This design comes from an exercise in tuning for small area, a short achievable clock period and few clock cycles per item on the open sky130 flow, not from production work. Only simulation tests tie the RTL to the original design; equivalence was not proved. Power is estimated from default activity; no workload was simulated.

`flow/flow/run.sh`:
```
#!/bin/bash
# The standard layout (standard.sh: standard synthesis, floorplan, place,
# CTS, route, finish) with some settings changed in config.mk:
#  - clock tree: clkbuf_16 only, sink clusters of up to 30 flip-flops within
#    60 um, and no dummy balancing loads.
# The constraints (constraint.sdc) are not touched. The whole make output is
# kept in standard.log; ORFS keeps each step's log under orfs/logs/.
set -euo pipefail
cat >> config.mk <<'CFG'
export SETUP_SLACK_MARGIN = 7.0
export CTS_ARGS = -sink_clustering_enable -repair_clock_nets -sink_clustering_size 30 -sink_clustering_max_diameter 60 -buf_list sky130_fd_sc_hd__clkbuf_16 -dont_use_dummy_load
CFG
bash standard.sh > standard.log 2>&1
```
`flow/standard.sh`:
```
#!/bin/bash
# synth_recipe.tcl (not shown) runs the flow's synth.tcl, then flattens the netlist and writes it again
# the make line also repeats each setting of config.mk as NAME=value (left out here)
make -C /OpenROAD-flow-scripts/flow DESIGN_CONFIG=/design/flow/config.mk WORK_HOME=/design/flow/orfs CLKGATE_MAP_FILE= SYNTH_SCRIPT=/design/flow/synth_recipe.tcl "${@:-finish}"
```
`flow/config.mk`:
```
export PLATFORM = sky130hd
export DESIGN_NAME = emg_window_rms_alert_top
export DESIGN_NICKNAME = emg_window_rms_alert_top
export VERILOG_FILES = /design/flow/design.v
export SDC_FILE = /design/flow/constraint.sdc
export NUM_CORES = 4
export LEC_CHECK = 0
export ABC_AREA = 1
export CAP_MARGIN = 20
export CORE_MARGIN = 2
export CORE_UTILIZATION = 40
export SLEW_MARGIN = 20
export SETUP_SLACK_MARGIN = 7.0
export CTS_ARGS = -sink_clustering_enable -repair_clock_nets -sink_clustering_size 30 -sink_clustering_max_diameter 60 -buf_list sky130_fd_sc_hd__clkbuf_16 -dont_use_dummy_load
```
`flow/constraint.sdc`:
```
create_clock -name core_clock -period 10.0 [get_ports {clock}]
set_input_delay 2.0000 -clock core_clock [delete_from_list [all_inputs] [get_ports {clock}]]
set_output_delay 2.0000 -clock core_clock [all_outputs]
set_load 0.01 [all_outputs]
```
`flow/design.v`:
```
package emgrms_pkg;
   localparam int SAMPLE_W  = 12;
   localparam int RUN_W     = 16;
   localparam int RUNS_W    = 8;
   localparam int CSR_IDX_W = 8;
   localparam int CSR_DAT_W = 12;
   localparam int REQ_DAT_W = 16;
   localparam int RSP_DAT_W = 32;
   localparam logic [RUN_W-1:0] RUN_MAX = {RUN_W{1'b1}};
   localparam logic [CSR_IDX_W-1:0] REG_BIAS_LEVEL      = 8'd0;
   localparam logic [CSR_IDX_W-1:0] REG_ALERT_THRESHOLD = 8'd1;
   localparam logic [CSR_IDX_W-1:0] REG_RUNS_TO_ALERT   = 8'd2;
   localparam logic [SAMPLE_W-1:0] BIAS_RESET      = 12'd2048;
   localparam logic [SAMPLE_W-1:0] THRESHOLD_RESET = 12'd500;
   localparam logic [RUNS_W-1:0]   RUNS_RESET      = 8'd5;
   localparam int RSP_RUN_LSB   = SAMPLE_W;
   localparam int RSP_ALERT_BIT = SAMPLE_W + RUN_W;
endpackage
module emg_window_rms_alert_top #(
   parameter int WINDOW_LEN = 128
) (
   input  logic                                 clock,
   input  logic                                 reset,
   input  logic                                 req_tvalid,
   output logic                                 req_tready,
   input  logic [emgrms_pkg::REQ_DAT_W-1:0]     req_tdata,
   output logic                                 rsp_tvalid,
   input  logic                                 rsp_tready,
   output logic [emgrms_pkg::RSP_DAT_W-1:0]     rsp_tdata,
   input  logic                                 csr_valid,
   output logic                                 csr_ready,
   input  logic [emgrms_pkg::CSR_IDX_W-1:0]     csr_index,
   input  logic [emgrms_pkg::CSR_DAT_W-1:0]     csr_data
);
   localparam int SW     = emgrms_pkg::SAMPLE_W;           
   localparam int RW     = emgrms_pkg::RUN_W;              
   localparam int SLOT_W = $clog2(WINDOW_LEN);             
   localparam int FILL_W = $clog2(WINDOW_LEN + 1);         
   localparam int SUM_W  = 2 * SW + SLOT_W;                
   localparam int RAD_W  = SUM_W - SLOT_W;                 
   localparam int REM_W  = SW + 2;                         
   localparam int ROWS   = 2;                       
   localparam int NSTG   = 5;                              
   localparam int QD     = NSTG + 4;                       
   localparam int QA_W   = $clog2(QD);
   localparam int CR_W   = $clog2(QD + 1);
   function automatic int stage_end(input int s);
      case (s)
         0: stage_end = 4;
         1: stage_end = 6;
         2: stage_end = 8;
         3: stage_end = 10;
         default: stage_end = 12;
      endcase
   endfunction
   logic [SW-1:0]                 bias_ff;
   logic [SW-1:0]                 thr_ff;
   logic [emgrms_pkg::RUNS_W-1:0] runs_ff;
   always_ff @(posedge clock) begin
      if (reset) begin
         bias_ff <= emgrms_pkg::BIAS_RESET;
         thr_ff  <= emgrms_pkg::THRESHOLD_RESET;
         runs_ff <= emgrms_pkg::RUNS_RESET;
      end else if (csr_valid) begin
         case (csr_index)
            emgrms_pkg::REG_BIAS_LEVEL:      bias_ff <= csr_data;
            emgrms_pkg::REG_ALERT_THRESHOLD: thr_ff  <= csr_data;
            emgrms_pkg::REG_RUNS_TO_ALERT:   runs_ff <= csr_data[emgrms_pkg::RUNS_W-1:0];
            default: ;
         endcase
      end
   end
   assign csr_ready = 1'b1;
   logic              rdy_ff;
   logic              acc;
   logic [SLOT_W-1:0] gap;         
   logic [FILL_W-1:0] fill;        
   logic              full;
   logic [CR_W-1:0]   cred;        
   logic              load;        
   logic              cr_lt_m1, cr_lt;
   logic              in_step;
   assign req_tready = rdy_ff;
   assign acc        = req_tvalid && rdy_ff;
   assign full       = (fill == FILL_W'(WINDOW_LEN));
   assign cr_lt_m1   = (cred < CR_W'(QD - 1));
   assign cr_lt      = (cred < CR_W'(QD));
   assign in_step    = (gap == {SLOT_W{1'b1}}) || (fill == '0);
   always_ff @(posedge clock) begin
      if (reset) begin
         gap    <= '0;
         fill   <= '0;
         cred   <= '0;
         rdy_ff <= 1'b1;
      end else begin
         gap <= acc ? '0 : gap + 1'b1;
         if (acc && !full) fill <= fill + 1'b1;
         if (acc && full && !load)      cred <= cred + 1'b1;
         else if (!(acc && full) && load) cred <= cred - 1'b1;
         if (acc) begin
            if (full) rdy_ff <= load ? cr_lt : cr_lt_m1;
            else      rdy_ff <= load || cr_lt;
         end else begin
            rdy_ff <= in_step && (load || cr_lt);
         end
      end
   end
   logic          in_v, in_q;
   logic [SW-1:0] in_d;
   always_ff @(posedge clock) begin
      if (reset) in_v <= 1'b0;
      else       in_v <= acc;
      in_q <= full;
      in_d <= req_tdata[SW-1:0];
   end
   logic [SW:0]              dif_a;
   logic [SW-1:0]            dif_b;
   logic [SW-1:0]            rect;
   logic [WINDOW_LEN*SW-1:0] win;
   logic [SW-1:0]            win_last;
   logic                     v1, q1;
   logic [SW-1:0]            o1;
   assign dif_a    = {1'b0, in_d} - {1'b0, bias_ff};
   assign dif_b    = bias_ff - in_d;
   assign rect     = dif_a[SW] ? dif_b : dif_a[SW-1:0];
   assign win_last = win[WINDOW_LEN*SW-1 -: SW];
   always_ff @(posedge clock) begin
      win <= {win[(WINDOW_LEN-1)*SW-1:0], in_v ? rect : win_last};
   end
   always_ff @(posedge clock) begin
      if (reset) v1 <= 1'b0;
      else       v1 <= in_v;
      q1 <= in_q;
      o1 <= (in_v && in_q) ? win_last : '0;
   end
   logic [SW-1:0]    sq_x, sq_y;
   logic [SUM_W-1:0] tree_r [ROWS];
   logic [SUM_W-1:0] r2 [ROWS];
   logic             v2, q2;
   assign sq_x = win[SW-1:0];
   assign sq_y = o1;
   logic dd_1;
   logic dd_2;
   logic dd_3;
   logic dd_4;
   logic dd_5;
   logic dd_6;
   logic dd_7;
   logic dd_8;
   logic dd_9;
   logic dd_10;
   logic dd_11;
   logic dd_12;
   logic dd_13;
   logic dd_14;
   logic dd_15;
   logic dd_16;
   logic dd_17;
   logic dd_18;
   logic dd_19;
   logic dd_20;
   logic dd_21;
   logic dd_22;
   logic dd_23;
   logic dd_24;
   logic dd_25;
   logic dd_26;
   logic dd_27;
   logic dd_28;
   logic dd_29;
   logic dd_30;
   logic dd_31;
   logic dd_32;
   logic dd_33;
   logic dd_34;
   logic dd_35;
   logic dd_36;
   logic dd_37;
   logic dd_38;
   logic dd_39;
   logic dd_40;
   logic dd_41;
   logic dd_42;
   logic dd_43;
   logic dd_44;
   logic dd_45;
   logic dd_46;
   logic dd_47;
   logic dd_48;
   logic dd_49;
   logic dd_50;
   logic dd_51;
   logic dd_52;
   logic dd_53;
   logic dd_54;
   logic dd_55;
   logic dd_56;
   logic dd_57;
   logic dd_58;
   logic dd_59;
   logic dd_60;
   logic dd_61;
   logic dd_62;
   logic dd_63;
   logic dd_64;
   logic dd_65;
   logic dd_66;
   logic dd_67;
   logic dd_68;
   logic dd_69;
   logic dd_70;
   logic dd_71;
   logic dd_72;
   logic dd_73;
   logic dd_74;
   logic dd_75;
   logic dd_76;
   logic dd_77;
   logic dd_78;
   logic dd_79;
   logic dd_80;
   logic dd_81;
   logic dd_82;
   logic dd_83;
   logic dd_84;
   logic dd_85;
   logic dd_86;
   logic dd_87;
   logic dd_88;
   logic dd_89;
   logic dd_90;
   logic dd_91;
   logic dd_92;
   logic dd_93;
   logic dd_94;
   logic dd_95;
   logic dd_96;
   logic dd_97;
   logic dd_98;
   logic dd_99;
   logic dd_100;
   logic dd_101;
   logic dd_102;
   logic dd_103;
   logic dd_104;
   logic dd_105;
   logic dd_106;
   logic dd_107;
   logic dd_108;
   logic dd_109;
   logic dd_110;
   logic dd_111;
   logic dd_112;
   logic dd_113;
   logic dd_114;
   logic dd_115;
   logic dd_116;
   logic dd_117;
   logic dd_118;
   logic dd_119;
   logic dd_120;
   logic dd_121;
   logic dd_122;
   logic dd_123;
   logic dd_124;
   logic dd_125;
   logic dd_126;
   logic dd_127;
   logic dd_128;
   logic dd_129;
   logic dd_130;
   logic dd_131;
   logic dd_132;
   logic dd_133;
   logic dd_134;
   logic dd_135;
   logic dd_136;
   logic dd_137;
   logic dd_138;
   logic dd_139;
   logic dd_140;
   logic dd_141;
   logic dd_142;
   logic dd_143;
   logic dd_144;
   logic dd_145;
   logic dd_146;
   logic dd_147;
   logic dd_148;
   logic dd_149;
   logic dd_150;
   logic dd_151;
   logic dd_152;
   logic dd_153;
   logic dd_154;
   logic dd_155;
   logic dd_156;
   logic dd_157;
   logic dd_158;
   logic dd_159;
   logic dd_160;
   logic dd_161;
   logic dd_162;
   logic dd_163;
   logic dd_164;
   logic dd_165;
   logic dd_166;
   logic dd_167;
   logic dd_168;
   logic dd_169;
   logic dd_170;
   logic dd_171;
   logic dd_172;
   logic dd_173;
   logic dd_174;
   logic dd_175;
   logic dd_176;
   logic dd_177;
   logic dd_178;
   logic dd_179;
   logic dd_180;
   logic dd_181;
   logic dd_182;
   logic dd_183;
   logic dd_184;
   logic dd_185;
   logic dd_186;
   logic dd_187;
   logic dd_188;
   logic dd_189;
   logic dd_190;
   logic dd_191;
   logic dd_192;
   logic dd_193;
   logic dd_194;
   logic dd_195;
   logic dd_196;
   logic dd_197;
   logic dd_198;
   logic dd_199;
   logic dd_200;
   logic dd_201;
   logic dd_202;
   logic dd_203;
   logic dd_204;
   logic dd_205;
   logic dd_206;
   logic dd_207;
   logic dd_208;
   logic dd_209;
   logic dd_210;
   logic dd_211;
   logic dd_212;
   logic dd_213;
   logic dd_214;
   logic dd_215;
   logic dd_216;
   logic dd_217;
   logic dd_218;
   logic dd_219;
   logic dd_220;
   logic dd_221;
   logic dd_222;
   logic dd_223;
   logic dd_224;
   logic dd_225;
   logic dd_226;
   logic dd_227;
   logic dd_228;
   logic dd_229;
   logic dd_230;
   logic dd_231;
   logic dd_232;
   logic dd_233;
   logic dd_234;
   logic dd_235;
   logic dd_236;
   logic dd_237;
   logic dd_238;
   logic dd_239;
   logic dd_240;
   logic dd_241;
   logic dd_242;
   logic dd_243;
   logic dd_244;
   logic dd_245;
   logic dd_246;
   logic dd_247;
   logic dd_248;
   logic dd_249;
   logic dd_250;
   logic dd_251;
   logic dd_252;
   logic dd_253;
   logic dd_254;
   logic dd_255;
   logic dd_256;
   logic dd_257;
   logic dd_258;
   logic dd_259;
   logic dd_260;
   logic dd_261;
   logic dd_262;
   logic dd_263;
   logic dd_264;
   logic dd_265;
   logic dd_266;
   logic dd_267;
   logic dd_268;
   logic dd_269;
   logic dd_270;
   assign dd_1 = (sq_x[4] & sq_x[3]) ^ (sq_x[0] & sq_x[8]) ^ (sq_x[1] & sq_x[7]);
   assign dd_2 = ((sq_x[4] & sq_x[3]) & (sq_x[0] & sq_x[8])) | ((sq_x[4] & sq_x[3]) & (sq_x[1] & sq_x[7])) | ((sq_x[0] & sq_x[8]) & (sq_x[1] & sq_x[7]));
   assign dd_3 = (sq_x[5] & ~sq_x[4]) ^ (sq_x[0] & sq_x[9]) ^ (sq_x[1] & sq_x[8]);
   assign dd_4 = ((sq_x[5] & ~sq_x[4]) & (sq_x[0] & sq_x[9])) | ((sq_x[5] & ~sq_x[4]) & (sq_x[1] & sq_x[8])) | ((sq_x[0] & sq_x[9]) & (sq_x[1] & sq_x[8]));
   assign dd_5 = (sq_x[5] & sq_x[4]) ^ (sq_x[0] & sq_x[10]) ^ (sq_x[1] & sq_x[9]);
   assign dd_6 = ((sq_x[5] & sq_x[4]) & (sq_x[0] & sq_x[10])) | ((sq_x[5] & sq_x[4]) & (sq_x[1] & sq_x[9])) | ((sq_x[0] & sq_x[10]) & (sq_x[1] & sq_x[9]));
   assign dd_7 = (sq_x[2] & sq_x[8]) ^ (sq_x[3] & sq_x[7]) ^ (sq_x[4] & sq_x[6]);
   assign dd_8 = ((sq_x[2] & sq_x[8]) & (sq_x[3] & sq_x[7])) | ((sq_x[2] & sq_x[8]) & (sq_x[4] & sq_x[6])) | ((sq_x[3] & sq_x[7]) & (sq_x[4] & sq_x[6]));
   assign dd_9 = ~(sq_y[5] & sq_y[4]) ^ ~(sq_y[0] & sq_y[10]);
   assign dd_10 = ~(sq_y[5] & sq_y[4]) & ~(sq_y[0] & sq_y[10]);
   assign dd_11 = (sq_x[6] & ~sq_x[5]) ^ (sq_x[0] & sq_x[11]) ^ (sq_x[1] & sq_x[10]);
   assign dd_12 = ((sq_x[6] & ~sq_x[5]) & (sq_x[0] & sq_x[11])) | ((sq_x[6] & ~sq_x[5]) & (sq_x[1] & sq_x[10])) | ((sq_x[0] & sq_x[11]) & (sq_x[1] & sq_x[10]));
   assign dd_13 = (sq_x[2] & sq_x[9]) ^ (sq_x[3] & sq_x[8]) ^ (sq_x[4] & sq_x[7]);
   assign dd_14 = ((sq_x[2] & sq_x[9]) & (sq_x[3] & sq_x[8])) | ((sq_x[2] & sq_x[9]) & (sq_x[4] & sq_x[7])) | ((sq_x[3] & sq_x[8]) & (sq_x[4] & sq_x[7]));
   assign dd_15 = ~(sq_y[6] & ~sq_y[5]) ^ ~(sq_y[0] & sq_y[11]) ^ ~(sq_y[1] & sq_y[10]);
   assign dd_16 = (~(sq_y[6] & ~sq_y[5]) & ~(sq_y[0] & sq_y[11])) | (~(sq_y[6] & ~sq_y[5]) & ~(sq_y[1] & sq_y[10])) | (~(sq_y[0] & sq_y[11]) & ~(sq_y[1] & sq_y[10]));
   assign dd_17 = (sq_x[6] & sq_x[5]) ^ (sq_x[1] & sq_x[11]) ^ (sq_x[2] & sq_x[10]);
   assign dd_18 = ((sq_x[6] & sq_x[5]) & (sq_x[1] & sq_x[11])) | ((sq_x[6] & sq_x[5]) & (sq_x[2] & sq_x[10])) | ((sq_x[1] & sq_x[11]) & (sq_x[2] & sq_x[10]));
   assign dd_19 = (sq_x[3] & sq_x[9]) ^ (sq_x[4] & sq_x[8]) ^ (sq_x[5] & sq_x[7]);
   assign dd_20 = ((sq_x[3] & sq_x[9]) & (sq_x[4] & sq_x[8])) | ((sq_x[3] & sq_x[9]) & (sq_x[5] & sq_x[7])) | ((sq_x[4] & sq_x[8]) & (sq_x[5] & sq_x[7]));
   assign dd_21 = ~(sq_y[6] & sq_y[5]) ^ ~(sq_y[1] & sq_y[11]) ^ ~(sq_y[2] & sq_y[10]);
   assign dd_22 = (~(sq_y[6] & sq_y[5]) & ~(sq_y[1] & sq_y[11])) | (~(sq_y[6] & sq_y[5]) & ~(sq_y[2] & sq_y[10])) | (~(sq_y[1] & sq_y[11]) & ~(sq_y[2] & sq_y[10]));
   assign dd_23 = (sq_x[7] & ~sq_x[6]) ^ (sq_x[2] & sq_x[11]) ^ (sq_x[3] & sq_x[10]);
   assign dd_24 = ((sq_x[7] & ~sq_x[6]) & (sq_x[2] & sq_x[11])) | ((sq_x[7] & ~sq_x[6]) & (sq_x[3] & sq_x[10])) | ((sq_x[2] & sq_x[11]) & (sq_x[3] & sq_x[10]));
   assign dd_25 = (sq_x[4] & sq_x[9]) ^ (sq_x[5] & sq_x[8]) ^ ~(sq_y[7] & ~sq_y[6]);
   assign dd_26 = ((sq_x[4] & sq_x[9]) & (sq_x[5] & sq_x[8])) | ((sq_x[4] & sq_x[9]) & ~(sq_y[7] & ~sq_y[6])) | ((sq_x[5] & sq_x[8]) & ~(sq_y[7] & ~sq_y[6]));
   assign dd_27 = ~(sq_y[2] & sq_y[11]) ^ ~(sq_y[3] & sq_y[10]);
   assign dd_28 = ~(sq_y[2] & sq_y[11]) & ~(sq_y[3] & sq_y[10]);
   assign dd_29 = (sq_x[7] & sq_x[6]) ^ (sq_x[3] & sq_x[11]) ^ (sq_x[4] & sq_x[10]);
   assign dd_30 = ((sq_x[7] & sq_x[6]) & (sq_x[3] & sq_x[11])) | ((sq_x[7] & sq_x[6]) & (sq_x[4] & sq_x[10])) | ((sq_x[3] & sq_x[11]) & (sq_x[4] & sq_x[10]));
   assign dd_31 = (sq_x[5] & sq_x[9]) ^ (sq_x[6] & sq_x[8]) ^ ~(sq_y[7] & sq_y[6]);
   assign dd_32 = ((sq_x[5] & sq_x[9]) & (sq_x[6] & sq_x[8])) | ((sq_x[5] & sq_x[9]) & ~(sq_y[7] & sq_y[6])) | ((sq_x[6] & sq_x[8]) & ~(sq_y[7] & sq_y[6]));
   assign dd_33 = ~(sq_y[3] & sq_y[11]) ^ ~(sq_y[4] & sq_y[10]);
   assign dd_34 = ~(sq_y[3] & sq_y[11]) & ~(sq_y[4] & sq_y[10]);
   assign dd_35 = (sq_x[8] & ~sq_x[7]) ^ (sq_x[4] & sq_x[11]) ^ (sq_x[5] & sq_x[10]);
   assign dd_36 = ((sq_x[8] & ~sq_x[7]) & (sq_x[4] & sq_x[11])) | ((sq_x[8] & ~sq_x[7]) & (sq_x[5] & sq_x[10])) | ((sq_x[4] & sq_x[11]) & (sq_x[5] & sq_x[10]));
   assign dd_37 = (sq_x[8] & sq_x[7]) ^ (sq_x[5] & sq_x[11]);
   assign dd_38 = (sq_x[8] & sq_x[7]) & (sq_x[5] & sq_x[11]);
   assign dd_39 = (sq_x[2] & sq_x[1]) ^ (sq_x[0] & sq_x[4]);
   assign dd_40 = (sq_x[2] & sq_x[1]) & (sq_x[0] & sq_x[4]);
   assign dd_41 = (sq_x[3] & ~sq_x[2]) ^ (sq_x[0] & sq_x[5]);
   assign dd_42 = (sq_x[3] & ~sq_x[2]) & (sq_x[0] & sq_x[5]);
   assign dd_43 = (sq_x[3] & sq_x[2]) ^ (sq_x[0] & sq_x[6]) ^ (sq_x[1] & sq_x[5]);
   assign dd_44 = ((sq_x[3] & sq_x[2]) & (sq_x[0] & sq_x[6])) | ((sq_x[3] & sq_x[2]) & (sq_x[1] & sq_x[5])) | ((sq_x[0] & sq_x[6]) & (sq_x[1] & sq_x[5]));
   assign dd_45 = (sq_x[2] & sq_x[4]) ^ ~(sq_y[3] & sq_y[2]) ^ ~(sq_y[0] & sq_y[6]);
   assign dd_46 = ((sq_x[2] & sq_x[4]) & ~(sq_y[3] & sq_y[2])) | ((sq_x[2] & sq_x[4]) & ~(sq_y[0] & sq_y[6])) | (~(sq_y[3] & sq_y[2]) & ~(sq_y[0] & sq_y[6]));
   assign dd_47 = (sq_x[4] & ~sq_x[3]) ^ (sq_x[0] & sq_x[7]) ^ (sq_x[1] & sq_x[6]);
   assign dd_48 = ((sq_x[4] & ~sq_x[3]) & (sq_x[0] & sq_x[7])) | ((sq_x[4] & ~sq_x[3]) & (sq_x[1] & sq_x[6])) | ((sq_x[0] & sq_x[7]) & (sq_x[1] & sq_x[6]));
   assign dd_49 = (sq_x[2] & sq_x[5]) ^ ~(sq_y[4] & ~sq_y[3]) ^ ~(sq_y[0] & sq_y[7]);
   assign dd_50 = ((sq_x[2] & sq_x[5]) & ~(sq_y[4] & ~sq_y[3])) | ((sq_x[2] & sq_x[5]) & ~(sq_y[0] & sq_y[7])) | (~(sq_y[4] & ~sq_y[3]) & ~(sq_y[0] & sq_y[7]));
   assign dd_51 = (sq_x[2] & sq_x[6]) ^ (sq_x[3] & sq_x[5]) ^ ~(sq_y[4] & sq_y[3]);
   assign dd_52 = ((sq_x[2] & sq_x[6]) & (sq_x[3] & sq_x[5])) | ((sq_x[2] & sq_x[6]) & ~(sq_y[4] & sq_y[3])) | ((sq_x[3] & sq_x[5]) & ~(sq_y[4] & sq_y[3]));
   assign dd_53 = ~(sq_y[0] & sq_y[8]) ^ ~(sq_y[1] & sq_y[7]) ^ ~(sq_y[2] & sq_y[6]);
   assign dd_54 = (~(sq_y[0] & sq_y[8]) & ~(sq_y[1] & sq_y[7])) | (~(sq_y[0] & sq_y[8]) & ~(sq_y[2] & sq_y[6])) | (~(sq_y[1] & sq_y[7]) & ~(sq_y[2] & sq_y[6]));
   assign dd_55 = ~(sq_y[3] & sq_y[5]) ^ 1'b1;
   assign dd_56 = ~(sq_y[3] & sq_y[5]) & 1'b1;
   assign dd_57 = (sq_x[2] & sq_x[7]) ^ (sq_x[3] & sq_x[6]) ^ ~(sq_y[5] & ~sq_y[4]);
   assign dd_58 = ((sq_x[2] & sq_x[7]) & (sq_x[3] & sq_x[6])) | ((sq_x[2] & sq_x[7]) & ~(sq_y[5] & ~sq_y[4])) | ((sq_x[3] & sq_x[6]) & ~(sq_y[5] & ~sq_y[4]));
   assign dd_59 = ~(sq_y[0] & sq_y[9]) ^ ~(sq_y[1] & sq_y[8]) ^ ~(sq_y[2] & sq_y[7]);
   assign dd_60 = (~(sq_y[0] & sq_y[9]) & ~(sq_y[1] & sq_y[8])) | (~(sq_y[0] & sq_y[9]) & ~(sq_y[2] & sq_y[7])) | (~(sq_y[1] & sq_y[8]) & ~(sq_y[2] & sq_y[7]));
   assign dd_61 = ~(sq_y[3] & sq_y[6]) ^ dd_3 ^ dd_2;
   assign dd_62 = (~(sq_y[3] & sq_y[6]) & dd_3) | (~(sq_y[3] & sq_y[6]) & dd_2) | (dd_3 & dd_2);
   assign dd_63 = ~(sq_y[1] & sq_y[9]) ^ ~(sq_y[2] & sq_y[8]) ^ ~(sq_y[3] & sq_y[7]);
   assign dd_64 = (~(sq_y[1] & sq_y[9]) & ~(sq_y[2] & sq_y[8])) | (~(sq_y[1] & sq_y[9]) & ~(sq_y[3] & sq_y[7])) | (~(sq_y[2] & sq_y[8]) & ~(sq_y[3] & sq_y[7]));
   assign dd_65 = ~(sq_y[4] & sq_y[6]) ^ 1'b1 ^ dd_5;
   assign dd_66 = (~(sq_y[4] & sq_y[6]) & 1'b1) | (~(sq_y[4] & sq_y[6]) & dd_5) | (1'b1 & dd_5);
   assign dd_67 = dd_7 ^ dd_9 ^ dd_4;
   assign dd_68 = (dd_7 & dd_9) | (dd_7 & dd_4) | (dd_9 & dd_4);
   assign dd_69 = ~(sq_y[2] & sq_y[9]) ^ ~(sq_y[3] & sq_y[8]) ^ ~(sq_y[4] & sq_y[7]);
   assign dd_70 = (~(sq_y[2] & sq_y[9]) & ~(sq_y[3] & sq_y[8])) | (~(sq_y[2] & sq_y[9]) & ~(sq_y[4] & sq_y[7])) | (~(sq_y[3] & sq_y[8]) & ~(sq_y[4] & sq_y[7]));
   assign dd_71 = dd_11 ^ dd_13 ^ dd_15;
   assign dd_72 = (dd_11 & dd_13) | (dd_11 & dd_15) | (dd_13 & dd_15);
   assign dd_73 = dd_6 ^ dd_8 ^ dd_10;
   assign dd_74 = (dd_6 & dd_8) | (dd_6 & dd_10) | (dd_8 & dd_10);
   assign dd_75 = ~(sq_y[3] & sq_y[9]) ^ ~(sq_y[4] & sq_y[8]) ^ ~(sq_y[5] & sq_y[7]);
   assign dd_76 = (~(sq_y[3] & sq_y[9]) & ~(sq_y[4] & sq_y[8])) | (~(sq_y[3] & sq_y[9]) & ~(sq_y[5] & sq_y[7])) | (~(sq_y[4] & sq_y[8]) & ~(sq_y[5] & sq_y[7]));
   assign dd_77 = dd_17 ^ dd_19 ^ dd_21;
   assign dd_78 = (dd_17 & dd_19) | (dd_17 & dd_21) | (dd_19 & dd_21);
   assign dd_79 = dd_12 ^ dd_14 ^ dd_16;
   assign dd_80 = (dd_12 & dd_14) | (dd_12 & dd_16) | (dd_14 & dd_16);
   assign dd_81 = ~(sq_y[4] & sq_y[9]) ^ ~(sq_y[5] & sq_y[8]) ^ 1'b1;
   assign dd_82 = (~(sq_y[4] & sq_y[9]) & ~(sq_y[5] & sq_y[8])) | (~(sq_y[4] & sq_y[9]) & 1'b1) | (~(sq_y[5] & sq_y[8]) & 1'b1);
   assign dd_83 = dd_23 ^ dd_25 ^ dd_27;
   assign dd_84 = (dd_23 & dd_25) | (dd_23 & dd_27) | (dd_25 & dd_27);
   assign dd_85 = dd_18 ^ dd_20 ^ dd_22;
   assign dd_86 = (dd_18 & dd_20) | (dd_18 & dd_22) | (dd_20 & dd_22);
   assign dd_87 = ~(sq_y[5] & sq_y[9]) ^ ~(sq_y[6] & sq_y[8]) ^ 1'b1;
   assign dd_88 = (~(sq_y[5] & sq_y[9]) & ~(sq_y[6] & sq_y[8])) | (~(sq_y[5] & sq_y[9]) & 1'b1) | (~(sq_y[6] & sq_y[8]) & 1'b1);
   assign dd_89 = dd_29 ^ dd_31 ^ dd_33;
   assign dd_90 = (dd_29 & dd_31) | (dd_29 & dd_33) | (dd_31 & dd_33);
   assign dd_91 = dd_24 ^ dd_26 ^ dd_28;
   assign dd_92 = (dd_24 & dd_26) | (dd_24 & dd_28) | (dd_26 & dd_28);
   assign dd_93 = (sq_x[6] & sq_x[9]) ^ ~(sq_y[8] & ~sq_y[7]) ^ ~(sq_y[4] & sq_y[11]);
   assign dd_94 = ((sq_x[6] & sq_x[9]) & ~(sq_y[8] & ~sq_y[7])) | ((sq_x[6] & sq_x[9]) & ~(sq_y[4] & sq_y[11])) | (~(sq_y[8] & ~sq_y[7]) & ~(sq_y[4] & sq_y[11]));
   assign dd_95 = ~(sq_y[5] & sq_y[10]) ^ ~(sq_y[6] & sq_y[9]) ^ dd_35;
   assign dd_96 = (~(sq_y[5] & sq_y[10]) & ~(sq_y[6] & sq_y[9])) | (~(sq_y[5] & sq_y[10]) & dd_35) | (~(sq_y[6] & sq_y[9]) & dd_35);
   assign dd_97 = dd_30 ^ dd_32 ^ dd_34;
   assign dd_98 = (dd_30 & dd_32) | (dd_30 & dd_34) | (dd_32 & dd_34);
   assign dd_99 = (sq_x[6] & sq_x[10]) ^ (sq_x[7] & sq_x[9]) ^ ~(sq_y[8] & sq_y[7]);
   assign dd_100 = ((sq_x[6] & sq_x[10]) & (sq_x[7] & sq_x[9])) | ((sq_x[6] & sq_x[10]) & ~(sq_y[8] & sq_y[7])) | ((sq_x[7] & sq_x[9]) & ~(sq_y[8] & sq_y[7]));
   assign dd_101 = ~(sq_y[5] & sq_y[11]) ^ ~(sq_y[6] & sq_y[10]) ^ ~(sq_y[7] & sq_y[9]);
   assign dd_102 = (~(sq_y[5] & sq_y[11]) & ~(sq_y[6] & sq_y[10])) | (~(sq_y[5] & sq_y[11]) & ~(sq_y[7] & sq_y[9])) | (~(sq_y[6] & sq_y[10]) & ~(sq_y[7] & sq_y[9]));
   assign dd_103 = 1'b1 ^ dd_37 ^ dd_36;
   assign dd_104 = (1'b1 & dd_37) | (1'b1 & dd_36) | (dd_37 & dd_36);
   assign dd_105 = (sq_x[9] & ~sq_x[8]) ^ (sq_x[6] & sq_x[11]) ^ (sq_x[7] & sq_x[10]);
   assign dd_106 = ((sq_x[9] & ~sq_x[8]) & (sq_x[6] & sq_x[11])) | ((sq_x[9] & ~sq_x[8]) & (sq_x[7] & sq_x[10])) | ((sq_x[6] & sq_x[11]) & (sq_x[7] & sq_x[10]));
   assign dd_107 = ~(sq_y[9] & ~sq_y[8]) ^ ~(sq_y[6] & sq_y[11]) ^ ~(sq_y[7] & sq_y[10]);
   assign dd_108 = (~(sq_y[9] & ~sq_y[8]) & ~(sq_y[6] & sq_y[11])) | (~(sq_y[9] & ~sq_y[8]) & ~(sq_y[7] & sq_y[10])) | (~(sq_y[6] & sq_y[11]) & ~(sq_y[7] & sq_y[10]));
   assign dd_109 = (sq_x[9] & sq_x[8]) ^ (sq_x[7] & sq_x[11]) ^ (sq_x[8] & sq_x[10]);
   assign dd_110 = ((sq_x[9] & sq_x[8]) & (sq_x[7] & sq_x[11])) | ((sq_x[9] & sq_x[8]) & (sq_x[8] & sq_x[10])) | ((sq_x[7] & sq_x[11]) & (sq_x[8] & sq_x[10]));
   assign dd_111 = ~(sq_y[9] & sq_y[8]) ^ ~(sq_y[7] & sq_y[11]);
   assign dd_112 = ~(sq_y[9] & sq_y[8]) & ~(sq_y[7] & sq_y[11]);
   assign dd_113 = (sq_x[1] & sq_x[0]) ^ (sq_x[0] & sq_x[2]);
   assign dd_114 = (sq_x[1] & sq_x[0]) & (sq_x[0] & sq_x[2]);
   assign dd_115 = (sq_x[2] & ~sq_x[1]) ^ (sq_x[0] & sq_x[3]);
   assign dd_116 = (sq_x[2] & ~sq_x[1]) & (sq_x[0] & sq_x[3]);
   assign dd_117 = (sq_x[1] & sq_x[3]) ^ ~(sq_y[2] & sq_y[1]) ^ ~(sq_y[0] & sq_y[4]);
   assign dd_118 = ((sq_x[1] & sq_x[3]) & ~(sq_y[2] & sq_y[1])) | ((sq_x[1] & sq_x[3]) & ~(sq_y[0] & sq_y[4])) | (~(sq_y[2] & sq_y[1]) & ~(sq_y[0] & sq_y[4]));
   assign dd_119 = ~(sq_y[1] & sq_y[3]) ^ 1'b1;
   assign dd_120 = ~(sq_y[1] & sq_y[3]) & 1'b1;
   assign dd_121 = (sq_x[1] & sq_x[4]) ^ ~(sq_y[3] & ~sq_y[2]) ^ ~(sq_y[0] & sq_y[5]);
   assign dd_122 = ((sq_x[1] & sq_x[4]) & ~(sq_y[3] & ~sq_y[2])) | ((sq_x[1] & sq_x[4]) & ~(sq_y[0] & sq_y[5])) | (~(sq_y[3] & ~sq_y[2]) & ~(sq_y[0] & sq_y[5]));
   assign dd_123 = ~(sq_y[1] & sq_y[4]) ^ dd_41 ^ dd_40;
   assign dd_124 = (~(sq_y[1] & sq_y[4]) & dd_41) | (~(sq_y[1] & sq_y[4]) & dd_40) | (dd_41 & dd_40);
   assign dd_125 = ~(sq_y[1] & sq_y[5]) ^ ~(sq_y[2] & sq_y[4]) ^ 1'b1;
   assign dd_126 = (~(sq_y[1] & sq_y[5]) & ~(sq_y[2] & sq_y[4])) | (~(sq_y[1] & sq_y[5]) & 1'b1) | (~(sq_y[2] & sq_y[4]) & 1'b1);
   assign dd_127 = dd_43 ^ dd_45 ^ dd_42;
   assign dd_128 = (dd_43 & dd_45) | (dd_43 & dd_42) | (dd_45 & dd_42);
   assign dd_129 = ~(sq_y[1] & sq_y[6]) ^ ~(sq_y[2] & sq_y[5]) ^ dd_47;
   assign dd_130 = (~(sq_y[1] & sq_y[6]) & ~(sq_y[2] & sq_y[5])) | (~(sq_y[1] & sq_y[6]) & dd_47) | (~(sq_y[2] & sq_y[5]) & dd_47);
   assign dd_131 = dd_49 ^ dd_44 ^ dd_46;
   assign dd_132 = (dd_49 & dd_44) | (dd_49 & dd_46) | (dd_44 & dd_46);
   assign dd_133 = dd_1 ^ dd_51 ^ dd_53;
   assign dd_134 = (dd_1 & dd_51) | (dd_1 & dd_53) | (dd_51 & dd_53);
   assign dd_135 = dd_55 ^ dd_48 ^ dd_50;
   assign dd_136 = (dd_55 & dd_48) | (dd_55 & dd_50) | (dd_48 & dd_50);
   assign dd_137 = dd_57 ^ dd_59 ^ dd_61;
   assign dd_138 = (dd_57 & dd_59) | (dd_57 & dd_61) | (dd_59 & dd_61);
   assign dd_139 = dd_52 ^ dd_54 ^ dd_56;
   assign dd_140 = (dd_52 & dd_54) | (dd_52 & dd_56) | (dd_54 & dd_56);
   assign dd_141 = dd_63 ^ dd_65 ^ dd_67;
   assign dd_142 = (dd_63 & dd_65) | (dd_63 & dd_67) | (dd_65 & dd_67);
   assign dd_143 = dd_58 ^ dd_60 ^ dd_62;
   assign dd_144 = (dd_58 & dd_60) | (dd_58 & dd_62) | (dd_60 & dd_62);
   assign dd_145 = dd_69 ^ dd_71 ^ dd_73;
   assign dd_146 = (dd_69 & dd_71) | (dd_69 & dd_73) | (dd_71 & dd_73);
   assign dd_147 = dd_64 ^ dd_66 ^ dd_68;
   assign dd_148 = (dd_64 & dd_66) | (dd_64 & dd_68) | (dd_66 & dd_68);
   assign dd_149 = dd_75 ^ dd_77 ^ dd_79;
   assign dd_150 = (dd_75 & dd_77) | (dd_75 & dd_79) | (dd_77 & dd_79);
   assign dd_151 = dd_70 ^ dd_72 ^ dd_74;
   assign dd_152 = (dd_70 & dd_72) | (dd_70 & dd_74) | (dd_72 & dd_74);
   assign dd_153 = dd_81 ^ dd_83 ^ dd_85;
   assign dd_154 = (dd_81 & dd_83) | (dd_81 & dd_85) | (dd_83 & dd_85);
   assign dd_155 = dd_76 ^ dd_78 ^ dd_80;
   assign dd_156 = (dd_76 & dd_78) | (dd_76 & dd_80) | (dd_78 & dd_80);
   assign dd_157 = dd_87 ^ dd_89 ^ dd_91;
   assign dd_158 = (dd_87 & dd_89) | (dd_87 & dd_91) | (dd_89 & dd_91);
   assign dd_159 = dd_82 ^ dd_84 ^ dd_86;
   assign dd_160 = (dd_82 & dd_84) | (dd_82 & dd_86) | (dd_84 & dd_86);
   assign dd_161 = dd_93 ^ dd_95 ^ dd_97;
   assign dd_162 = (dd_93 & dd_95) | (dd_93 & dd_97) | (dd_95 & dd_97);
   assign dd_163 = dd_88 ^ dd_90 ^ dd_92;
   assign dd_164 = (dd_88 & dd_90) | (dd_88 & dd_92) | (dd_90 & dd_92);
   assign dd_165 = dd_99 ^ dd_101 ^ dd_103;
   assign dd_166 = (dd_99 & dd_101) | (dd_99 & dd_103) | (dd_101 & dd_103);
   assign dd_167 = dd_94 ^ dd_96 ^ dd_98;
   assign dd_168 = (dd_94 & dd_96) | (dd_94 & dd_98) | (dd_96 & dd_98);
   assign dd_169 = dd_38 ^ dd_105 ^ dd_107;
   assign dd_170 = (dd_38 & dd_105) | (dd_38 & dd_107) | (dd_105 & dd_107);
   assign dd_171 = dd_100 ^ dd_102 ^ dd_104;
   assign dd_172 = (dd_100 & dd_102) | (dd_100 & dd_104) | (dd_102 & dd_104);
   assign dd_173 = ~(sq_y[8] & sq_y[10]) ^ 1'b1 ^ dd_109;
   assign dd_174 = (~(sq_y[8] & sq_y[10]) & 1'b1) | (~(sq_y[8] & sq_y[10]) & dd_109) | (1'b1 & dd_109);
   assign dd_175 = dd_111 ^ dd_106 ^ dd_108;
   assign dd_176 = (dd_111 & dd_106) | (dd_111 & dd_108) | (dd_106 & dd_108);
   assign dd_177 = (sq_x[10] & ~sq_x[9]) ^ (sq_x[8] & sq_x[11]) ^ ~(sq_y[10] & ~sq_y[9]);
   assign dd_178 = ((sq_x[10] & ~sq_x[9]) & (sq_x[8] & sq_x[11])) | ((sq_x[10] & ~sq_x[9]) & ~(sq_y[10] & ~sq_y[9])) | ((sq_x[8] & sq_x[11]) & ~(sq_y[10] & ~sq_y[9]));
   assign dd_179 = ~(sq_y[8] & sq_y[11]) ^ dd_110 ^ dd_112;
   assign dd_180 = (~(sq_y[8] & sq_y[11]) & dd_110) | (~(sq_y[8] & sq_y[11]) & dd_112) | (dd_110 & dd_112);
   assign dd_181 = (sq_x[10] & sq_x[9]) ^ (sq_x[9] & sq_x[11]) ^ ~(sq_y[10] & sq_y[9]);
   assign dd_182 = ((sq_x[10] & sq_x[9]) & (sq_x[9] & sq_x[11])) | ((sq_x[10] & sq_x[9]) & ~(sq_y[10] & sq_y[9])) | ((sq_x[9] & sq_x[11]) & ~(sq_y[10] & sq_y[9]));
   assign dd_183 = ~(sq_y[9] & sq_y[11]) ^ 1'b1;
   assign dd_184 = ~(sq_y[9] & sq_y[11]) & 1'b1;
   assign dd_185 = ~(sq_y[1] & sq_y[0]) ^ ~(sq_y[0] & sq_y[2]);
   assign dd_186 = ~(sq_y[1] & sq_y[0]) & ~(sq_y[0] & sq_y[2]);
   assign dd_187 = ~(sq_y[2] & ~sq_y[1]) ^ ~(sq_y[0] & sq_y[3]) ^ dd_115;
   assign dd_188 = (~(sq_y[2] & ~sq_y[1]) & ~(sq_y[0] & sq_y[3])) | (~(sq_y[2] & ~sq_y[1]) & dd_115) | (~(sq_y[0] & sq_y[3]) & dd_115);
   assign dd_189 = dd_39 ^ dd_117 ^ dd_119;
   assign dd_190 = (dd_39 & dd_117) | (dd_39 & dd_119) | (dd_117 & dd_119);
   assign dd_191 = dd_121 ^ dd_123 ^ dd_118;
   assign dd_192 = (dd_121 & dd_123) | (dd_121 & dd_118) | (dd_123 & dd_118);
   assign dd_193 = dd_125 ^ dd_127 ^ dd_122;
   assign dd_194 = (dd_125 & dd_127) | (dd_125 & dd_122) | (dd_127 & dd_122);
   assign dd_195 = dd_129 ^ dd_131 ^ dd_126;
   assign dd_196 = (dd_129 & dd_131) | (dd_129 & dd_126) | (dd_131 & dd_126);
   assign dd_197 = dd_133 ^ dd_135 ^ dd_130;
   assign dd_198 = (dd_133 & dd_135) | (dd_133 & dd_130) | (dd_135 & dd_130);
   assign dd_199 = dd_137 ^ dd_139 ^ dd_134;
   assign dd_200 = (dd_137 & dd_139) | (dd_137 & dd_134) | (dd_139 & dd_134);
   assign dd_201 = dd_141 ^ dd_143 ^ dd_138;
   assign dd_202 = (dd_141 & dd_143) | (dd_141 & dd_138) | (dd_143 & dd_138);
   assign dd_203 = dd_145 ^ dd_147 ^ dd_142;
   assign dd_204 = (dd_145 & dd_147) | (dd_145 & dd_142) | (dd_147 & dd_142);
   assign dd_205 = dd_149 ^ dd_151 ^ dd_146;
   assign dd_206 = (dd_149 & dd_151) | (dd_149 & dd_146) | (dd_151 & dd_146);
   assign dd_207 = dd_153 ^ dd_155 ^ dd_150;
   assign dd_208 = (dd_153 & dd_155) | (dd_153 & dd_150) | (dd_155 & dd_150);
   assign dd_209 = dd_157 ^ dd_159 ^ dd_154;
   assign dd_210 = (dd_157 & dd_159) | (dd_157 & dd_154) | (dd_159 & dd_154);
   assign dd_211 = dd_161 ^ dd_163 ^ dd_158;
   assign dd_212 = (dd_161 & dd_163) | (dd_161 & dd_158) | (dd_163 & dd_158);
   assign dd_213 = dd_165 ^ dd_167 ^ dd_162;
   assign dd_214 = (dd_165 & dd_167) | (dd_165 & dd_162) | (dd_167 & dd_162);
   assign dd_215 = dd_169 ^ dd_171 ^ dd_166;
   assign dd_216 = (dd_169 & dd_171) | (dd_169 & dd_166) | (dd_171 & dd_166);
   assign dd_217 = dd_173 ^ dd_175 ^ dd_170;
   assign dd_218 = (dd_173 & dd_175) | (dd_173 & dd_170) | (dd_175 & dd_170);
   assign dd_219 = dd_177 ^ dd_179 ^ dd_174;
   assign dd_220 = (dd_177 & dd_179) | (dd_177 & dd_174) | (dd_179 & dd_174);
   assign dd_221 = dd_181 ^ dd_183 ^ dd_178;
   assign dd_222 = (dd_181 & dd_183) | (dd_181 & dd_178) | (dd_183 & dd_178);
   assign dd_223 = (sq_x[11] & ~sq_x[10]) ^ ~(sq_y[11] & ~sq_y[10]) ^ dd_182;
   assign dd_224 = ((sq_x[11] & ~sq_x[10]) & ~(sq_y[11] & ~sq_y[10])) | ((sq_x[11] & ~sq_x[10]) & dd_182) | (~(sq_y[11] & ~sq_y[10]) & dd_182);
   assign dd_225 = (sq_x[11] & sq_x[10]) ^ ~(sq_y[11] & sq_y[10]);
   assign dd_226 = (sq_x[11] & sq_x[10]) & ~(sq_y[11] & sq_y[10]);
   assign dd_227 = sq_x[0] ^ ~sq_y[0];
   assign dd_228 = sq_x[0] & ~sq_y[0];
   assign dd_229 = 1'b1 ^ dd_113;
   assign dd_230 = 1'b1 & dd_113;
   assign dd_231 = dd_114 ^ dd_187 ^ dd_186;
   assign dd_232 = (dd_114 & dd_187) | (dd_114 & dd_186) | (dd_187 & dd_186);
   assign dd_233 = dd_116 ^ dd_189 ^ dd_188;
   assign dd_234 = (dd_116 & dd_189) | (dd_116 & dd_188) | (dd_189 & dd_188);
   assign dd_235 = dd_120 ^ dd_191 ^ dd_190;
   assign dd_236 = (dd_120 & dd_191) | (dd_120 & dd_190) | (dd_191 & dd_190);
   assign dd_237 = dd_124 ^ dd_193 ^ dd_192;
   assign dd_238 = (dd_124 & dd_193) | (dd_124 & dd_192) | (dd_193 & dd_192);
   assign dd_239 = dd_128 ^ dd_195 ^ dd_194;
   assign dd_240 = (dd_128 & dd_195) | (dd_128 & dd_194) | (dd_195 & dd_194);
   assign dd_241 = dd_132 ^ dd_197 ^ dd_196;
   assign dd_242 = (dd_132 & dd_197) | (dd_132 & dd_196) | (dd_197 & dd_196);
   assign dd_243 = dd_136 ^ dd_199 ^ dd_198;
   assign dd_244 = (dd_136 & dd_199) | (dd_136 & dd_198) | (dd_199 & dd_198);
   assign dd_245 = dd_140 ^ dd_201 ^ dd_200;
   assign dd_246 = (dd_140 & dd_201) | (dd_140 & dd_200) | (dd_201 & dd_200);
   assign dd_247 = dd_144 ^ dd_203 ^ dd_202;
   assign dd_248 = (dd_144 & dd_203) | (dd_144 & dd_202) | (dd_203 & dd_202);
   assign dd_249 = dd_148 ^ dd_205 ^ dd_204;
   assign dd_250 = (dd_148 & dd_205) | (dd_148 & dd_204) | (dd_205 & dd_204);
   assign dd_251 = dd_152 ^ dd_207 ^ dd_206;
   assign dd_252 = (dd_152 & dd_207) | (dd_152 & dd_206) | (dd_207 & dd_206);
   assign dd_253 = dd_156 ^ dd_209 ^ dd_208;
   assign dd_254 = (dd_156 & dd_209) | (dd_156 & dd_208) | (dd_209 & dd_208);
   assign dd_255 = dd_160 ^ dd_211 ^ dd_210;
   assign dd_256 = (dd_160 & dd_211) | (dd_160 & dd_210) | (dd_211 & dd_210);
   assign dd_257 = dd_164 ^ dd_213 ^ dd_212;
   assign dd_258 = (dd_164 & dd_213) | (dd_164 & dd_212) | (dd_213 & dd_212);
   assign dd_259 = dd_168 ^ dd_215 ^ dd_214;
   assign dd_260 = (dd_168 & dd_215) | (dd_168 & dd_214) | (dd_215 & dd_214);
   assign dd_261 = dd_172 ^ dd_217 ^ dd_216;
   assign dd_262 = (dd_172 & dd_217) | (dd_172 & dd_216) | (dd_217 & dd_216);
   assign dd_263 = dd_176 ^ dd_219 ^ dd_218;
   assign dd_264 = (dd_176 & dd_219) | (dd_176 & dd_218) | (dd_219 & dd_218);
   assign dd_265 = dd_180 ^ dd_221 ^ dd_220;
   assign dd_266 = (dd_180 & dd_221) | (dd_180 & dd_220) | (dd_221 & dd_220);
   assign dd_267 = dd_184 ^ dd_223 ^ dd_222;
   assign dd_268 = (dd_184 & dd_223) | (dd_184 & dd_222) | (dd_223 & dd_222);
   assign dd_269 = 1'b1 ^ dd_225 ^ dd_224;
   assign dd_270 = (1'b1 & dd_225) | (1'b1 & dd_224) | (dd_225 & dd_224);
   assign tree_r[0] = {1'b1, 1'b1, 1'b1, 1'b1, 1'b1, 1'b1, dd_226, dd_269, dd_267, dd_265, dd_263, dd_261, dd_259, dd_257, dd_255, dd_253, dd_251, dd_249, dd_247, dd_245, dd_243, dd_241, dd_239, dd_237, dd_235, dd_233, dd_231, dd_185, (sq_x[1] & ~sq_x[0]), 1'b1, 1'b1};
   assign tree_r[1] = {1'b0, 1'b0, 1'b0, 1'b0, 1'b0, 1'b0, dd_270, dd_268, dd_266, dd_264, dd_262, dd_260, dd_258, dd_256, dd_254, dd_252, dd_250, dd_248, dd_246, dd_244, dd_242, dd_240, dd_238, dd_236, dd_234, dd_232, dd_230, dd_229, ~(sq_y[1] & ~sq_y[0]), dd_228, dd_227};
   always_ff @(posedge clock) begin
      if (reset) v2 <= 1'b0;
      else       v2 <= v1;
      q2 <= q1;
      for (int r = 0; r < ROWS; r++) r2[r] <= tree_r[r];
   end
   logic [SUM_W-1:0] sum;
   logic [SUM_W-1:0] sum_add;
   logic             v3;
   always_comb begin
      sum_add = sum;
      for (int r = 0; r < ROWS; r++) sum_add = sum_add + r2[r];
   end
   always_ff @(posedge clock) begin
      if (reset) begin
         sum <= '0;
         v3  <= 1'b0;
      end else begin
         if (v2) sum <= sum_add;
         v3 <= v2 && q2;
      end
   end
   for (genvar s = 0; s < NSTG; s++) begin : g_root
      localparam int T0 = (s == 0) ? 0 : stage_end(s - 1);
      localparam int T1 = stage_end(s);
      logic [RAD_W-1:0] rad_i, rad_c, rad_r;
      logic [REM_W-1:0] rem_i, rem_c, rem_r;
      logic [SW-1:0]    q_i, q_c, q_r;
      logic             v_i, v_r;
      logic             over_c;
      if (s == 0) begin : g_in
         assign rad_i = sum[SUM_W-1:SLOT_W];
         assign rem_i = '0;
         assign q_i   = '0;
         assign v_i   = v3;
      end else begin : g_in
         assign rad_i = g_root[s-1].rad_r;
         assign rem_i = g_root[s-1].rem_r;
         assign q_i   = g_root[s-1].q_r;
         assign v_i   = g_root[s-1].v_r;
      end
      always_comb begin
         logic [REM_W-1:0] rem_sh;
         logic [REM_W:0]   diff;
         logic [SW-1:0]    q_last;
         rad_c = rad_i;
         rem_c = rem_i;
         q_c   = q_i;
         q_last = q_i;
         for (int t = T0; t < T1; t++) begin
            q_last = q_c;
            rem_sh = {rem_c[REM_W-3:0], rad_c[RAD_W-1:RAD_W-2]};
            rad_c  = rad_c << 2;
            diff   = {1'b0, rem_sh} - {1'b0, q_c, 2'b01};
            if (!diff[REM_W]) begin
               rem_c = diff[REM_W-1:0];
               q_c   = {q_c[SW-2:0], 1'b1};
            end else begin
               rem_c = rem_sh;
               q_c   = {q_c[SW-2:0], 1'b0};
            end
            rem_c = rem_c & REM_W'((1 << (t + 2)) - 1);
            q_c   = q_c & SW'((1 << (t + 1)) - 1);
         end
         over_c = (q_last[SW-2:0] > thr_ff[SW-1:1])
               || ((q_last[SW-2:0] == thr_ff[SW-1:1]) && (q_c[0] || !thr_ff[0]));
      end
      if (s < NSTG - 1) begin : g_reg
         always_ff @(posedge clock) begin
            if (reset) v_r <= 1'b0;
            else       v_r <= v_i;
            rad_r <= rad_c;
            rem_r <= rem_c;
            q_r   <= q_c;
         end
      end
   end
   logic [QD-1:0][SW:0] qmem;      
   logic [QA_W:0] wp, rp;          
   logic [QA_W:0] rp_inc;
   logic          q_empty;
   logic          lv;
   logic [SW-1:0] lq;
   logic          lo;
   assign lv      = g_root[NSTG-1].v_i;
   assign lq      = g_root[NSTG-1].q_c;
   assign lo      = g_root[NSTG-1].over_c;
   assign q_empty = (wp == rp);
   function automatic logic [QA_W:0] ptr_inc(input logic [QA_W:0] p);
      if (p[QA_W-1:0] == QA_W'(QD - 1)) ptr_inc = {~p[QA_W], {QA_W{1'b0}}};
      else                              ptr_inc = p + 1'b1;
   endfunction
   assign rp_inc = ptr_inc(rp);
   logic ld_ok, bypass;
   assign ld_ok  = !ov || rsp_tready;
   assign bypass = q_empty && ld_ok;
   always_ff @(posedge clock) begin
      for (int i = 0; i < QD; i++) begin
         if (lv && !bypass && wp[QA_W-1:0] == QA_W'(i)) qmem[i] <= {lo, lq};
      end
   end
   logic          ov;
   logic [SW-1:0] od_lvl;
   logic [RW-1:0] od_run;
   logic          od_alert;
   logic [SW-1:0] lvl_in;
   logic          over_in;
   logic [RW-1:0] run_inc, run_nx;
   logic          alert_nx;
   logic          run_reach;
   logic          pop;             
   assign pop       = !q_empty && ld_ok;
   assign load      = pop || (bypass && lv);
   assign {over_in, lvl_in} = q_empty ? {lo, lq} : qmem[rp[QA_W-1:0]];
   assign run_inc   = (od_run == emgrms_pkg::RUN_MAX) ? od_run : od_run + 1'b1;
   assign run_reach = (run_inc >= RW'(runs_ff));
   assign run_nx    = over_in ? run_inc : '0;
   assign alert_nx  = od_alert | (over_in && run_reach);
   always_ff @(posedge clock) begin
      if (reset) begin
         wp       <= '0;
         rp       <= '0;
         ov       <= 1'b0;
         od_lvl   <= '0;
         od_run   <= '0;
         od_alert <= 1'b0;
      end else begin
         if (lv && !bypass) wp <= ptr_inc(wp);
         if (pop) rp <= rp_inc;
         if (load) begin
            ov       <= 1'b1;
            od_lvl   <= lvl_in;
            od_run   <= run_nx;
            od_alert <= alert_nx;
         end else if (rsp_tready) begin
            ov <= 1'b0;
         end
      end
   end
   assign rsp_tvalid = ov;
   assign rsp_tdata  = {3'b000, od_alert, od_run, od_lvl};
endmodule
```
==> metrics.yaml, run 1 <==
run_status:
  status: "timing/DRC/antenna clean"
sta:
  slew_headroom_pct: 43.7
  hold_viol: 0
  fin_crit_sh_pct: 33.5
  maxSlewViolCount: 0
  period_minus_slack_ns: 3.35
  worst_slew_pin_slew_ns: 0.840
  setup_violations: 0
  fin_setup_tns_ns: 0
  max_freq_ghz: 0.298
  hold_ws_ns: 0.256
  fin_skew_ns: 0.0903
  rsz0062_at_grt: "true"
power_and_ir_drop:
  pwr-share-comb_pct: 31.3
  power_frac_clock_pct: 21.5
  switching_share_pct: 31.3
  p_leak_nw: 27.2
  p_switching_w: 0.00575
  internal-power_w: 0.0126
  powerDensity_mw_per_mm2: 284
  ir_drop_uv: 225
  power.share.sequential_pct: 47.2
global_routing:
  grt_pass1_vias: 29300
  antenna_found_initial: 2
  grt_start_max_net_pins: 62
  grt_pass1_wl_um: 148000
  grt_use_total_pct: 12.6
  grt_remaining_overflow: 0
clock_network:
  clkSinkCount: 1959
  clk_latency_ns: 0.73
  cts.clk_slew.worst_paths_ns: 0.10
  cts_max_path_buffers: 3
  cts-buffers-inserted: 98
  tritoncts: "built"
  root_buffer: "clkbuf_16"
  h-tree-depth: 3
synthesis:
  syn_area_per_cell_um2: 12.3
  synth_top_flop_cell: "dfxtp_1"
  synth_area_mm2: 0.0561
  ys_seq_area_share_pct: 72.0
  synth_top_cell_area_share_pct: 65.7
  ys_types: 66
  yosys-top-cells-area: "dfxtp_1, edfxtp_1, fa_1"
  synth_seq_cells: 1959
  yosys_warnings: 3
  yosys.area.top_type: "dfxtp_1"
  synth_edf_count: 117
  async_flop_share_pct: 0
  postSynthCellCount: 4563
finish:
  nets: 5177
  final_cells: 6690
  final_area_mm2: 0.0647
  final_common_cell: "dfxtp_1"
  final_cell_mix: "dfxtp_1, inv_1, nand2_1"
  nFillCells: 12500
  area_growth_pct: 15.4
  multi_input_area_mm2: 0.0149
  regArea_mm2: 0.0406
  post-route-util_pct: 46.5
  drive_above_1_share_pct: 16.2
die:
  ios: 76
  core_area_mm2: 0.139
  rows: 137
  die_y_um: 379
  start_util_pct: 40.3
  die_w_um: 379
  die_area_mm2: 0.143
setup_path:
  required_ns: 10.54
  critPathCaptureType: "flip-flop"
  crit_fanout: 4
  crit_type: "input port to flip-flop"
  arrival_ns: 3.89
  startpoint_type: "input port"
worst_hold_path:
  hp-class: "flip-flop to flip-flop"
job:
  max_cap_violations: 0
place:
  placed_area_mm2: 0.0591
  place_congestion: 0.799
  dpl.hpwl_um: 56000
  portBuffers: 67
  dp_cells: 6421
detailed_routing:
  vias: 29400
  wl_per_cell_um: 13.7
  first_pass_iters: 5
  drt-total-wl_um: 91400
  drt-initial-drc-count: 1535
  ant_nets: 0
  drc_errors: 0
  vias_per_cell: 4.39
[sequential cells by signal, indices dropped and copies added (netlist names), 4 cells and up]
register	flops
wp	5
g_root.v_r	4
cred	4
od_lvl	12
gap	7
bias_ff	12
thr_ff	12
g_root.q_r	28
sum	31
qmem	117
fill	8
r2	48
runs_ff	8
g_root.rem_r	32
od_run	16
rp	5
g_root.rad_r	40
win	1536
o1	12
in_d	12
[routing by layer]
metal | track usage [%] | wire length, um
met1 | 17.2 | 44400
met2 | 20.1 | 40500
met3 | 2.42 | 3830
met4 | 4.20 | 2710
met5 | 0 | 13
[synthesized netlist by cell type, drive strengths merged, types with 37 or more instances]
cell	count
dfxtp	1842
inv	560
o21ai	240
nor3	37
a21oi	210
ha	182
xor2	72
edfxtp	117
nand2	517
fa	139
nor2	258
nand3	96
clkbuf	80
[power by group through the flow]
stage	Sequential (W)	Combinational (W)	Clock (W)
after floorplan	0.00876	0.00328	0
after global placement	0.00888	0.00403	0
after detailed placement	0.00888	0.00411	0
after CTS	0.00867	0.00483	0.00412
after global routing	0.00873	0.00639	0.00438
final	0.00868	0.00575	0.00395
[metrics by stage]
| stage | power [W] | setup slack, ns |
|---|---|---|
| 6_report | 0.0184 | 6.65 |
| 5_1_grt | 0.0195 | 6.56 |
| 4_1_cts | 0.0176 | 6.69 |
| 3_5_place_dp | 0.0130 | 5.34 |
| 3_3_place_gp | 0.0129 | 5.34 |
| 2_1_floorplan | 0.0120 | 6.15 |
[timing repair]
action,4_1_cts,5_1_grt
setup buffers,91,69
gates cloned,7,3
hold buffers,0,0
gates resized for setup,394,301
endpoints found under the setup margin,273,202
pin swaps,63,144
[critical path, stage by stage]
cell      delay, ns
clkbuf_2       0.10
nor2_4         0.17
nor2_4         0.07
a21oi_4        0.23
ha_4           0.19
inv_6          0.04
ha_4           0.24
and3_4         0.17
a211oi_4       0.23
nor2_1         0.07
nor2_1         0.10
nand2_1        0.08
o21ai_1        0.14
a21oi_1        0.05
[layout make-up]
cell class / count / share of cell area [%]
antenna: 1 / 0.00387
tap: 1876 / 3.63
sequential: 1959 / 62.7
timing repair buffer: 243 / 3.39
inverter: 564 / 3.37
multi-input combinational: 1944 / 23.1
clock buffer: 98 / 3.79
timing repair inverter: 5 / 0.0618
[final timing paths]
kind / startpoint / to / slack [ns] / cells past startpoint
worst max-delay path: rsp_tready / cred[3] / 6.65 / 14
worst min-delay path: win[451] / win[463] / 0.26 / 0
worst max register to register: win[7] / r2[0][16] / 6.67 / 9
worst min register to register: win[451] / win[463] / 0.26 / 0
[cells by family after synthesis]
logic type	share of synthesized area, %
flip-flops	72.0
XOR/XNOR	1.67
buffers and inverters	4.60
other	0.0134
AO/OA/AOI/OAI	5.72
AND/OR/NAND/NOR	6.99
adder cells (fa/ha/maj)	9.02
Testbench counts, summed over its fixed seeds: cycles 5,192, items 4,096.
==> inputs of run 2 (changes only) <==
--- a/flow/design.v
+++ b/flow/design.v
@@ -41,9 +41,8 @@
    localparam int REM_W  = SW + 2;                         
    localparam int ROWS   = 2;                       
    localparam int NSTG   = 5;                              
-   localparam int QD     = NSTG + 4;                       
+   localparam int QD     = NSTG + 5;                       
    localparam int QA_W   = $clog2(QD);
-   localparam int CR_W   = $clog2(QD + 1);
    function automatic int stage_end(input int s);
       case (s)
          0: stage_end = 4;
@@ -76,15 +75,15 @@
    logic [SLOT_W-1:0] gap;         
    logic [FILL_W-1:0] fill;        
    logic              full;
-   logic [CR_W-1:0]   cred;        
+   logic [QD-1:0]     cred;
    logic              load;        
    logic              cr_lt_m1, cr_lt;
    logic              in_step;
    assign req_tready = rdy_ff;
    assign acc        = req_tvalid && rdy_ff;
    assign full       = (fill == FILL_W'(WINDOW_LEN));
-   assign cr_lt_m1   = (cred < CR_W'(QD - 1));
-   assign cr_lt      = (cred < CR_W'(QD));
+   assign cr_lt_m1   = !cred[QD-2];
+   assign cr_lt      = !cred[QD-1];
    assign in_step    = (gap == {SLOT_W{1'b1}}) || (fill == '0);
    always_ff @(posedge clock) begin
       if (reset) begin
@@ -95,8 +94,8 @@
       end else begin
          gap <= acc ? '0 : gap + 1'b1;
          if (acc && !full) fill <= fill + 1'b1;
-         if (acc && full && !load)      cred <= cred + 1'b1;
-         else if (!(acc && full) && load) cred <= cred - 1'b1;
+         if (acc && full && !load)      cred <= {cred[QD-2:0], 1'b1};
+         else if (!(acc && full) && load) cred <= {1'b0, cred[QD-1:1]};
          if (acc) begin
             if (full) rdy_ff <= load ? cr_lt : cr_lt_m1;
             else      rdy_ff <= load || cr_lt;
@@ -774,12 +773,11 @@
       else                              ptr_inc = p + 1'b1;
    endfunction
    assign rp_inc = ptr_inc(rp);
-   logic ld_ok, bypass;
+   logic ld_ok;
    assign ld_ok  = !ov || rsp_tready;
-   assign bypass = q_empty && ld_ok;
    always_ff @(posedge clock) begin
       for (int i = 0; i < QD; i++) begin
-         if (lv && !bypass && wp[QA_W-1:0] == QA_W'(i)) qmem[i] <= {lo, lq};
+         if (lv && wp[QA_W-1:0] == QA_W'(i)) qmem[i] <= {lo, lq};
       end
    end
    logic          ov;
@@ -793,8 +791,8 @@
    logic          run_reach;
    logic          pop;             
    assign pop       = !q_empty && ld_ok;
-   assign load      = pop || (bypass && lv);
-   assign {over_in, lvl_in} = q_empty ? {lo, lq} : qmem[rp[QA_W-1:0]];
+   assign load      = pop;
+   assign {over_in, lvl_in} = qmem[rp[QA_W-1:0]];
    assign run_inc   = (od_run == emgrms_pkg::RUN_MAX) ? od_run : od_run + 1'b1;
    assign run_reach = (run_inc >= RW'(runs_ff));
    assign run_nx    = over_in ? run_inc : '0;
@@ -808,7 +806,7 @@
          od_run   <= '0;
          od_alert <= 1'b0;
       end else begin
-         if (lv && !bypass) wp <= ptr_inc(wp);
+         if (lv) wp <= ptr_inc(wp);
          if (pop) rp <= rp_inc;
          if (load) begin
             ov       <= 1'b1;
==> run 2 against run 1 <==
  * Still clean on timing, DRC and antenna
  * Register-to-register slack worse by 0.03 ns
  * Via count grew 3.4%
  * Worst hold slack better by 0.0082 ns
  * Area after synthesis is 1.4% higher
  * Global-route usage grew 0.11 points
  * Setup slack got worse by 0.0075 ns
  * Final cell count increased by 2.6%
  * Cell area increased by 1.2%
  * First-iteration DRC count is 5.5% lower
  * Largest cell class unchanged
  * Largest power group unchanged
==> metrics.yaml, run 2 <==
synthesis:
  yosys-top-cells-area: "dfxtp_1, edfxtp_1, fa_1"
  synth_edf_count: 130  # +11%
  ys_seq_area_share_pct: 71.9  # -0.073 points
  synth_top_flop_cell: "dfxtp_1"
  yosys.area.top_type: "dfxtp_1"
  synth_top_cell_area_share_pct: 65.1  # -0.68 points
  yosys_warnings: 3  # unchanged
  synth.most_common_cell: "dfxtp_1"
finish:
  final_common_cell: "dfxtp_1"
  n_antenna_cell: 0  # -1
  area_growth_pct: 15.2
  nets: 5332  # +3.0%
  final_cells: 6867  # +2.6%
  top_register: "win"
die:
  ios: 76  # unchanged
  rows: 138  # +0.73%
  die_w_um: 381  # +0.68%
  die_y_um: 381  # +0.68%
sta:
  hold_ws_ns: 0.265  # +0.00825 ns
  hold_viol: 0  # unchanged
  slew_headroom_pct: 31.8  # -12 points
run_status:
  status: "timing/DRC/antenna clean"
clock_network:
  root_buffer: "clkbuf_16"
  clkSinkCount: 1978  # +0.97%
  tritoncts: "built"
  cts.clk_slew.worst_paths_ns: 0.10  # about the same
  cts_max_path_buffers: 3  # unchanged
  clk_latency_ns: 0.72  # about the same
setup_path:
  required_ns: 10.63  # +0.09 ns
  rr_endpoint: "r2[0][16]"
  reg2reg_depth: 10  # +1
  crit_type: "flip-flop to flip-flop"
  crit_fanout: 7  # +3
place:
  place_congestion: 0.868  # +8.7%
  dp_cells: 6580  # +2.5%
  dpl.hpwl_um: 58000  # +3.5%
  portBuffers: 67  # unchanged
detailed_routing:
  wl_per_cell_um: 13.6  # -0.45%
  ant_nets: 0  # unchanged
  drt-total-wl_um: 93400  # +2.2%
  wl_met3_um: 4450  # +16%
  dr_wl_met2_um: 41300  # +2.1%
power_and_ir_drop:
  finalPower_w: 0.0191  # +3.8%
  ir_drop_uv: 187  # -17%
  powerDensity_mw_per_mm2: 291  # +2.6%
worst_hold_path:
  worstHoldPathCells: 0  # unchanged
global_routing:
  grt_start_max_net_pins: 67  # +8.1%
  grt_remaining_overflow: 0  # unchanged
  grt_pass1_vias: 29900  # +2.3%
run 2: changes by cell type after synthesis, moves of 16 or more:
cell / delta
inv_1: +16
nand3_1: +28
a21oi_1: -28
o221ai_1: -24
nand2_1: +136
run 2: worst max path at each step:
| stage | startpoint | endpoint | cells after the start |
|---|---|---|---|
| global placement | rsp_tready | rp[4] | 8 |
| floorplan | win[10] | r2[0][14] | 10 |
| detailed placement | rsp_tready | rp[4] | 8 |
| finish | win[4] | r2[0][16] | 10 |
| global route | o1[7] | r2[0][15] | 10 |
| CTS | win[4] | r2[0][15] | 9 |
run 2: worst max-delay path, stage by stage (launching register included):
cell and delay, ns:
dfxtp_4 0.42, buf_8 0.17, nand2_4 0.06, inv_2 0.03
fa_1 0.49, inv_1 0.05, fa_2 0.53, fa_2 0.44
fa_2 0.54, inv_2 0.04, fa_2 0.50
run 2: cell families (layout without fill, tap and decap cells):
| logic type | count (synthesis) | after routing | share of synthesized area, % |
|---|---|---|---|
| flip-flops | 1978 | 1978 | 71.9 |
| other | 2 | 4 | 0.0132 |
| adder cells (fa/ha/maj) | 312 | 312 | 8.69 |
| XOR/XNOR | 79 | 79 | 1.22 |
| AND/OR/NAND/NOR | 1121 | 1124 | 8.27 |
| AO/OA/AOI/OAI | 536 | 536 | 5.34 |
| buffers and inverters | 676 | 944 | 4.56 |
run 2: where the power goes:
group	internal (W)	total, W	switching [W]
Clock	0.00181	0.00403	0.00222
Combinational	0.00267	0.00623	0.00357
Sequential	0.00857	0.00882	0.000256
Total	0.0130	0.0191	0.00604
run 2: repair_timing:
action / CTS / global route
gates cloned: 4 / 4
resized for setup: 388 / 264
endpoints found under the setup margin: 169 / 154
hold buffers: 0 / 0
endpoints found under the hold margin: 0 / 0
setup buffers: 116 / 61
pin swaps: 46 / 113
run 2: layout make-up:
class	instances	area [um2]
Timing Repair Buffer	260	2320
Clock buffer	102	2550
Sequential cell	1978	41100
Fill cell	12700	75900
Tap cell	1890	2360
Inverter	577	2260
Timing Repair inverter	5	37.5
Multi-Input combinational cell	2055	14900
run 2: per-layer routing:
metal	up-vias	global-route usage, %
met5	-	0
met4	6	4.00
met3	161	2.52
met2	545	20.2
met1	14400	17.6
li1	15300	-
run 2: through the flow:
stage          area, um2  utilization (%)  setup slack (ns)
6_report           65500             46.3              6.64
5_1_grt            65500             46.3              6.52
4_1_cts            64200             45.4              6.64
3_5_place_dp       59900             42.3              5.63
3_3_place_gp       59900             42.3              5.64
2_1_floorplan      57300                -              6.83
Testbench counts of run 2, summed over its fixed seeds: cycles 5,200, items 4,096.

## afterwards: timing with drivers on the ports
How much do the figures lean on ideal ports? The routed layouts below were timed once more, with nothing changed but the port constraints.
Step 1, drivers: a clkbuf_16 drives clock and a buf_2 each remaining input, both assumed.
Step 2 also shifts input and output timing later by t, the mid clock arrival at the registers, as if the neighbouring blocks saw the same clock.
Three values: no drivers, after step 1, after step 2; two values: the first two.
| run | t (ns) | setup WS [ns] |
|---|---|---|
| run 1 | 0.755 | 6.648 / 6.666 / 5.938 |
| run 2 | 0.763 | 6.640 / 6.640 / 6.017 |
After both steps every run listed still meets setup and hold.
